From an optimization exercise on the open Yosys and OpenROAD flow, aimed at small area, a short achievable clock period and few clock cycles per item; shortcuts taken in it are not production practice. In this exercise RTL edits were held to simulation tests only and were not proved equivalent to the original. Power and IR drop assume default switching activity.

## flow/design.v

```verilog
`default_nettype none
package cd_pkg;
  localparam int DEPTH_DEFAULT = 128;
  localparam int DATA_W        = 32;
  localparam logic [1:0] ACT_PUSH_FRONT = 2'd0;
  localparam logic [1:0] ACT_PUSH_REAR  = 2'd1;
  localparam logic [1:0] ACT_POP_FRONT  = 2'd2;
  localparam logic [1:0] ACT_POP_REAR   = 2'd3;
  localparam logic [1:0] ST_DONE       = 2'd0;
  localparam logic [1:0] ST_FULL       = 2'd1;
  localparam logic [1:0] ST_EMPTY      = 2'd2;
  localparam logic [1:0] ST_RESERVED   = 2'd3;
  localparam int RES_W = DATA_W + 4;
endpackage
`default_nettype wire
`default_nettype none
module cd_ctrl (
  input  wire logic                     clk,
  input  wire logic                     rst_n,
  input  wire logic                     in_valid,
  output logic                          in_stall,
  output logic                          acc,
  input  wire logic [cd_pkg::RES_W-1:0] res,
  output logic                          out_valid,
  input  wire logic                     out_stall,
  output logic [cd_pkg::RES_W-1:0]      out_data
);
  logic                     three_r;    
  logic                     opv_r;
  logic                     ov_r, s1v_r, rv_r;
  logic [cd_pkg::RES_W-1:0] o_r, s1_r, r_r;
  logic o_free;       
  logic r_to_o;       
  logic r_to_s1;      
  logic r_free;       
  logic [1:0] n_held;
  assign in_stall = three_r && out_stall;
  assign acc      = in_valid && !in_stall;
  assign o_free   = !ov_r || !out_stall;
  assign r_to_o   = o_free && !s1v_r && rv_r;
  assign r_to_s1  = rv_r && !r_to_o && (!s1v_r || o_free);
  assign r_free   = !rv_r || r_to_o || r_to_s1;
  always_comb begin
    n_held = 2'(ov_r) + 2'(s1v_r) + 2'(rv_r) + 2'(opv_r) - 2'(ov_r && !out_stall);
  end
  always_ff @(posedge clk) begin
    if (!rst_n) begin
      three_r <= 1'b0;
      opv_r   <= 1'b0;
      ov_r    <= 1'b0;
      s1v_r   <= 1'b0;
      rv_r    <= 1'b0;
    end else begin
      three_r <= (n_held + 2'(acc)) == 2'd3;
      opv_r   <= acc;
      if (o_free) ov_r <= s1v_r || rv_r;
      if (o_free && s1v_r) s1v_r <= r_to_s1;
      else if (r_to_s1) s1v_r <= 1'b1;
      rv_r    <= opv_r || !r_free;
    end
  end
  always_ff @(posedge clk) begin
    if (!rst_n) begin
      o_r <= '0;
    end else if (o_free) begin
      o_r <= s1v_r ? s1_r : r_r;
    end
  end
  always_ff @(posedge clk) begin
    if (r_to_s1) s1_r <= r_r;
    if (opv_r) r_r <= res;
  end
  assign out_valid = ov_r;
  assign out_data  = o_r;
endmodule
`default_nettype wire
`default_nettype none
module cd_dpath #(
  parameter int DEPTH = cd_pkg::DEPTH_DEFAULT
) (
  input  wire logic                     clk,
  input  wire logic                     rst_n,
  input  wire logic                     acc,       
  input  wire logic [33:0]              in_data,   
  output logic [cd_pkg::RES_W-1:0]      res        
);
  localparam int IDX_W = $clog2(DEPTH);
  localparam int CNT_W = $clog2(DEPTH + 1);
  logic [cd_pkg::DATA_W-1:0] store_mem [DEPTH];
  logic [IDX_W-1:0] head_r, rear_r, head_nxt, rear_nxt;
  logic [CNT_W-1:0] cnt_r, cnt_nxt;
  logic             empty_r, full_r, empty_nxt, full_nxt;
  logic [cd_pkg::DATA_W-1:0] wdata_r;
  logic                      rear_r_op;    
  logic                      push_ok_r, pop_ok_r;
  logic [1:0]                status_r;
  logic [DEPTH-1:0]          wsel_r;       
  logic [IDX_W-1:0]          waddr_nxt;
  logic [DEPTH-1:0]          rsel_r;
  logic [IDX_W-1:0]          raddr_nxt;
  logic [cd_pkg::DATA_W-1:0] rd_word;
  logic                      in_pop, in_rear;
  always_comb begin
    head_nxt  = head_r;
    rear_nxt  = rear_r;
    cnt_nxt   = cnt_r;
    empty_nxt = empty_r;
    full_nxt  = full_r;
    if (push_ok_r) begin
      if (rear_r_op) rear_nxt = rear_r + 1'b1;
      else           head_nxt = head_r - 1'b1;
      cnt_nxt   = cnt_r + 1'b1;
      empty_nxt = 1'b0;
      full_nxt  = (cnt_r == CNT_W'(DEPTH - 1));
    end
    if (pop_ok_r) begin
      if (rear_r_op) rear_nxt = rear_r - 1'b1;
      else           head_nxt = head_r + 1'b1;
      cnt_nxt   = cnt_r - 1'b1;
      empty_nxt = (cnt_r == CNT_W'(1));
      full_nxt  = 1'b0;
    end
  end
  always_ff @(posedge clk) begin
    if (!rst_n) begin
      head_r  <= '0;
      rear_r  <= '1;
      cnt_r   <= '0;
      empty_r <= 1'b1;
      full_r  <= 1'b0;
    end else begin
      head_r  <= head_nxt;
      rear_r  <= rear_nxt;
      cnt_r   <= cnt_nxt;
      empty_r <= empty_nxt;
      full_r  <= full_nxt;
    end
  end
  assign in_pop    = in_data[33];
  assign in_rear   = in_data[32];
  logic rear_up, rear_dn, head_up, head_dn;    
  assign rear_up = push_ok_r &&  rear_r_op;
  assign rear_dn = pop_ok_r  &&  rear_r_op;
  assign head_dn = push_ok_r && !rear_r_op;
  assign head_up = pop_ok_r  && !rear_r_op;
  always_comb begin
    if (in_rear) begin
      raddr_nxt = rear_up ? rear_r + 7'd1 : rear_dn ? rear_r - 7'd1 : rear_r;
      waddr_nxt = rear_up ? rear_r + 7'd2 : rear_dn ? rear_r        : rear_r + 7'd1;
    end else begin
      raddr_nxt = head_up ? head_r + 7'd1 : head_dn ? head_r - 7'd1 : head_r;
      waddr_nxt = head_up ? head_r        : head_dn ? head_r - 7'd2 : head_r - 7'd1;
    end
  end
  always_ff @(posedge clk) begin
    if (!rst_n) begin
      push_ok_r <= 1'b0;
      pop_ok_r  <= 1'b0;
    end else begin
      push_ok_r <= acc && !in_pop && !full_nxt;
      pop_ok_r  <= acc &&  in_pop && !empty_nxt;
    end
  end
  always_ff @(posedge clk) begin
    wdata_r   <= in_data[31:0];
    rear_r_op <= in_rear;
    status_r  <= in_pop ? (empty_nxt ? cd_pkg::ST_EMPTY : cd_pkg::ST_DONE)
                        : (full_nxt  ? cd_pkg::ST_FULL  : cd_pkg::ST_DONE);
    for (int i = 0; i < DEPTH; i++)
      wsel_r[i] <= acc && !in_pop && !full_nxt && (waddr_nxt == IDX_W'(i));
    for (int i = 0; i < DEPTH; i++)
      rsel_r[i] <= in_pop && !empty_nxt && (raddr_nxt == IDX_W'(i));
  end
  always_ff @(posedge clk) begin
    for (int i = 0; i < DEPTH; i++)
      if (wsel_r[i]) store_mem[i] <= wdata_r;
  end
  localparam int RD_G = 8;
  localparam int RD_N = DEPTH / RD_G;
  logic [cd_pkg::DATA_W-1:0] rd_part [RD_N];
  for (genvar g = 0; g < RD_N; g++) begin : g_rd
    logic [RD_G*cd_pkg::DATA_W-1:0] grp_words;
    for (genvar k = 0; k < RD_G; k++) begin : g_w
      assign grp_words[k*cd_pkg::DATA_W +: cd_pkg::DATA_W] = store_mem[g*RD_G+k];
    end
    cd_rdgrp #(.N(RD_G), .W(cd_pkg::DATA_W)) u_grp (
      .sel   (rsel_r[g*RD_G +: RD_G]),
      .words (grp_words),
      .y     (rd_part[g])
    );
  end
  always_comb begin
    rd_word = '0;
    for (int g = 0; g < RD_N; g++) rd_word = rd_word | rd_part[g];
  end
  assign res = {rd_word, status_r, empty_nxt, full_nxt};
endmodule
`default_nettype wire
`default_nettype none
module cd_rdgrp #(
  parameter int N = 8,
  parameter int W = 32
) (
  input  wire logic [N-1:0]   sel,
  input  wire logic [N*W-1:0] words,
  output logic [W-1:0]        y
);
  always_comb begin
    y = '0;
    for (int i = 0; i < N; i++) y = y | (words[i*W +: W] & {W{sel[i]}});
  end
endmodule
`default_nettype wire
`default_nettype none
module circular_deque #(
  parameter int DEPTH = cd_pkg::DEPTH_DEFAULT
) (
  input  wire logic          clk,
  input  wire logic          rst_n,
  input  wire logic          in_valid,
  output logic               in_stall,
  input  wire logic [33:0]   in_data,
  output logic               out_valid,
  input  wire logic          out_stall,
  output logic [35:0]        out_data
);
  logic                     acc;
  logic [cd_pkg::RES_W-1:0] res;
  cd_ctrl u_ctrl (
    .clk       (clk),
    .rst_n     (rst_n),
    .in_valid  (in_valid),
    .in_stall  (in_stall),
    .acc       (acc),
    .res       (res),
    .out_valid (out_valid),
    .out_stall (out_stall),
    .out_data  (out_data)
  );
  cd_dpath #(
    .DEPTH (DEPTH)
  ) u_dpath (
    .clk      (clk),
    .rst_n    (rst_n),
    .acc      (acc),
    .in_data  (in_data),
    .res      (res)
  );
endmodule
`default_nettype wire
```

## flow/run.sh

```bash
#!/bin/bash
# synth_recipe.tcl (not shown) runs the flow's synth.tcl, then flattens the netlist and writes it again
# the make line also repeats each setting of config.mk as NAME=value (left out here)
make -C /OpenROAD-flow-scripts/flow DESIGN_CONFIG=/design/flow/config.mk WORK_HOME=/design/flow/orfs CLKGATE_MAP_FILE= SYNTH_SCRIPT=/design/flow/synth_recipe.tcl finish
```

## flow/config.mk

```make
export PLATFORM = sky130hd
export DESIGN_NAME = circular_deque
export DESIGN_NICKNAME = circular_deque
export VERILOG_FILES = /design/flow/design.v
export SDC_FILE = /design/flow/constraint.sdc
export NUM_CORES = 4
export LEC_CHECK = 0
export CAP_MARGIN = 20
export CORE_MARGIN = 2
export CORE_UTILIZATION = 50
export CTS_CLUSTER_DIAMETER = 70
export CTS_CLUSTER_SIZE = 25
export PLACE_DENSITY = 0.6
export SETUP_SLACK_MARGIN = 2.9
export SLEW_MARGIN = 20
export SYNTH_HIERARCHICAL = 1
```

## flow/constraint.sdc

```tcl
create_clock -name core_clock -period 5.5 [get_ports {clk}]
set_input_delay 1.1000 -clock core_clock [delete_from_list [all_inputs] [get_ports {clk}]]
set_output_delay 1.1000 -clock core_clock [all_outputs]
set_load 0.01 [all_outputs]
```

==> summary.md <==
The tools report the sequential share of power as 0.652. The number of nets in the layout was 8,767. The run gives 0 as the number of max-capacitance violations reported. Summed over all cells, the static leakage comes to 53.26 nW.

The run gives 0.022 as the combinational cell fraction of total power. Entering global routing, the biggest net connects 89 pins. The time the worst path needs with I/O delays and setup is 2.734 ns. The worst hold path belongs to the class register to register. The share of post-route cells with drive strength above 1 is 0.1393. After detailed placement, the total cell area comes to 166,100 µm². The via count of the first global-routing pass was 82,570; the power density relative to cell area was 332.4 nW/µm². Measured along the x axis, the die boundary spans 569.4 µm. Total wire length after detailed routing: 503,700 µm. The logs give 2.766 ns for the post-route worst setup slack and 0.8278 for the share of the yosys chip area belonging to registers. Data on the critical path is required at its endpoint by 6.18 ns. The cell type with the largest total area after synthesis is sky130_fd_sc_hd__edfxtp_1. The analysis attributes to net switching a power of 12.08 mW. The flow ran to the end and the layout has no timing, DRC or antenna violations. STA classifies the critical path endpoint as a register. For the upper clock frequency limit, the log shows 0.3658 GHz.

The count of flip-flops with a built-in enable after synthesis is 4,168, and the async set-or-reset flop fraction in the synthesized netlist is 0. The worst setup path is of the register to register kind. Once placement completed, the tool counted placed cells totaling 12,580. After floorplanning, the core was divided into 207 placement rows. The logs give 0 for the remaining routing DRC violations and 0.97 ns for the clock insertion delay at the later pin of the skew report. The average via count per standard cell is 6.839. The maximum ir drop on the vdd rail was 0.3688 mV; the number of detailed-route iterations in the first pass was 8.

Sorting the synthesized cells by area gives the leading types as sky130_fd_sc_hd__edfxtp_1 78%, sky130_fd_sc_hd__a22oi_1 9.6%, sky130_fd_sc_hd__dfxtp_1 4.5%. Number of storage elements in the synthesis netlist: 4,526. The distinct cell type count of the synthesized netlist was 89; the number of fill cells in the layout was 24,070.

Setup repair after global routing could not meet its margin everywhere. The clock network power share was 0.325; the switching fraction of total power was 0.2070. The number of hold buffers added after CTS was 0. The number of nets produced by synthesis is 8,500, and the average instance area after synthesis is 18.93 µm². Detailed placement finished with a half-perimeter wire length of 279,900 µm. The effective utilization at floorplan was 0.5026.

The die outline height works out to 569.4 µm. After synthesis the cells add up to 159,900 µm². The tools report the relative slew slack as 0.1786.

The total count of max-transition violations in the final report came out at 0. The count of buffers inserted at the top-level ports works out to 75. The congestion estimate from routability-driven global placement came to 0.9157. For this block, the initial DRC count from the detailed router was 15,000.

The most common cell in the netlist is sky130_fd_sc_hd__edfxtp_1. The worst-margin pin slew works out to 1.232 ns. The dominant register cell in the synthesized netlist was sky130_fd_sc_hd__edfxtp_1. Timing analysis after detailed placement gives a worst setup slack of 0.8524 ns. Clock tree synthesis found a total of 4,526 sinks. The tools report the final non-filler cell total as 13,050. The design draws 58.34 mW.

The via count came out at 89,250. Setup total negative slack on the finished layout was measured at 0 ns. In the final routed layout, each cell accounts on average for 38.60 µm. The tools report the count of antenna-violating nets left after detailed routing as 0. For the number of standard cells after synthesis, the log shows 8,446. Clock tree synthesis inserted a total of 219 buffers. The fraction of synthesized cell area taken by the top area cell type came out at 0.7829. The internal portion of the total power is 46.27 mW. The floorplan step defined a die boundary enclosing 324,300 µm². Yosys printed 12 warnings. Setup violations remaining at the end of the flow were counted as 0. Summing all non-filler instances in the final layout gives an area of 175,500 µm². For the count of final hold-check violations, the log shows 0.

The clock tree root buffer cell was sky130_fd_sc_hd__clkbuf_16. The global router's overall resource usage was 0.3008; the clock-pin slew of the registers on the worst-case setup and hold paths was 0.10 ns. After global routing the overflow that remains totals 0.

The initial antenna violation count was 34; the synthesis-to-layout area growth was 9.792%. Data arrives at the worst endpoint at 3.42 ns. The worst setup path is launched from a register. The first-pass GRT wire length was 675,800 µm.

TritonCTS built the clock tree. For the setup clock skew after layout, the log shows 0.06390 ns. The I/O pin count is 76. For the core outline area, the log shows 318,100 µm².

The fraction of the cycle the final worst path needs came out at 0.4971. In this run the number of H-tree levels came out at 4. Maximum fanout count along the critical path: 32. The commonest cells after synthesis are 4,168 x sky130_fd_sc_hd__edfxtp_1, 2,051 x sky130_fd_sc_hd__a22oi_1, 562 x sky130_fd_sc_hd__nand4_1. The maximum buffer depth of the clock tree is 4.
## timing repair
| action | 4_1_cts | 5_1_grt |
|---|---|---|
| setup buffers | 38 | 34 |
| pin swaps | 37 | 36 |
| gates cloned | 5 | 13 |
| resized for setup | 396 | 144 |
| setup endpoints to repair | 360 | 292 |
## worst max-delay path: stages, from the launching register on
cell and delay [ns]:
sky130_fd_sc_hd__dfxtp_1 0.36, sky130_fd_sc_hd__buf_6 0.22, sky130_fd_sc_hd__a22oi_1 0.24, sky130_fd_sc_hd__nand4_1 0.43, sky130_fd_sc_hd__nor4_4 0.98, sky130_fd_sc_hd__nand4_1 0.17
## sequential cells by signal, summed over array words and instances (netlist names)
register,flops
u_ctrl.o_r,36
u_ctrl.opv_r,1
u_ctrl.ov_r,1
u_ctrl.r_r,36
u_ctrl.rv_r,1
u_ctrl.s1_r,36
u_ctrl.s1v_r,1
u_ctrl.three_r,1
u_dpath.cnt_r,8
u_dpath.empty_r,1
u_dpath.full_r,1
u_dpath.head_r,7
u_dpath.pop_ok_r,1
u_dpath.push_ok_r,1
u_dpath.rear_r,7
u_dpath.rear_r_op,1
u_dpath.rsel_r,128
u_dpath.status_r,2
u_dpath.store_mem,4096
u_dpath.wdata_r,32
u_dpath.wsel_r,128
## final timing paths
| check | start | to | slack [ns] | depth (start not counted) |
|---|---|---|---|---|
| max | u_dpath.rsel_r[39] | u_ctrl.r_r[26] | 2.77 | 5 |
| max reg2reg | u_dpath.rsel_r[39] | u_ctrl.r_r[26] | 2.77 | 5 |
| min | u_dpath.status_r[0] | u_ctrl.r_r[2] | 0.43 | 0 |
| min reg2reg | u_dpath.status_r[0] | u_ctrl.r_r[2] | 0.43 | 0 |
## power groups by stage
stage	registers, mW	logic (mW)	clock network, mW
2_1_floorplan	38.8	0.415	0
3_3_place_gp	38.8	1.14	0
3_5_place_dp	38.9	1.17	0
4_1_cts	38.1	1.24	19.1
5_1_grt	38.1	1.35	20.2
6_report	38.1	1.31	19.0
## layout make-up
cell class                 instances  area, µm²  share of cell area
antenna                           23      57.56           0.0003279
clock buffer                     283       5857             0.03337
clock inverter                    71      927.1            0.005282
inverter                          19      75.07           0.0004277
multi-input combinational       3433      25730              0.1466
sequential                      4526     132800              0.7566
tap                             4180       5230             0.02980
timing repair buffer             514       4848             0.02762
## stage by stage
stage,hold WS [ns],util
6_report,0.4260,0.5519
5_1_grt,0.4325,0.5517
3_5_place_dp,0.3966,0.5222
3_3_place_gp,0.4034,0.5220
2_1_floorplan,0.3855,-
4_1_cts,0.4193,0.5476
## kinds of logic (layout without fill, tap and decap cells)
logic type | after synthesis | after routing | share of synthesized area
other cells | 0 | 23 | 0
flops | 4526 | 4526 | 0.8278
xor+xnor | 38 | 38 | 0.002215
mux | 44 | 44 | 0.003905
compound gates | 2184 | 2185 | 0.1038
simple gates | 1150 | 1150 | 0.04153
fa+ha+maj | 16 | 16 | 0.001346
buf+inv | 488 | 887 | 0.01944
## per-layer routing
layer,global-route usage,vias up,wire length (µm)
li1,-,35890,-
met1,0.4214,46790,190700
met3,0.06011,804,57850
met5,0,-,121
met4,0.1209,18,23850
met2,0.4654,5751,231200
## placed cells by master (no fill, tap or decap), drive strengths merged, types with 6 or more instances in the layout
cell type,instances
a21oi,14
a22oi,2051
a31oi,6
a32oi,12
and2,13
buf,462
bufinv,13
clkbuf,297
clkdlybuf4s50,33
clkinv,31
dfxtp,358
diode,23
edfxtp,4168
ha,14
inv,42
mux2,39
nand2,37
nand2b,9
nand3,8
nand3b,39
nand4,570
nor2,219
nor2b,8
nor3,81
nor4,132
o211a,37
o21ai,18
or2,8
xnor2,23
xor2,14
Testbench counts, summed over its fixed seeds: cycles 36,664, items 32,000.

[port drivers added, routing unchanged]
Ports are ideal in the flow. The routed layout listed here was re-timed in OpenROAD.
Step 1 (the two cells are an assumption about what drives the block):
set clk [get_ports {clk}]
set_driving_cell -lib_cell sky130_fd_sc_hd__clkbuf_16 $clk
set_driving_cell -lib_cell sky130_fd_sc_hd__buf_2 [delete_from_list [all_inputs] $clk]
Step 2 moves the port delays by t, midway between the first and last clock arrival at a register: inputs arrive t later, outputs are due t later. That takes back most of the time a late clock gives input paths.
a / b / c = ideal / step 1 / step 2; a / b = the first two.
t, ns: 1.044
setup WS [ns]: 2.766 / 2.713 / 1.850
hold slack, ns: 0.426 / 0.426 / 0.426
worst setup path at the end: input to register
After both steps setup and hold are still met in this run. For this run, drivers alone change the setup slack by -0.053 ns; drivers and shift together by -0.916 ns.
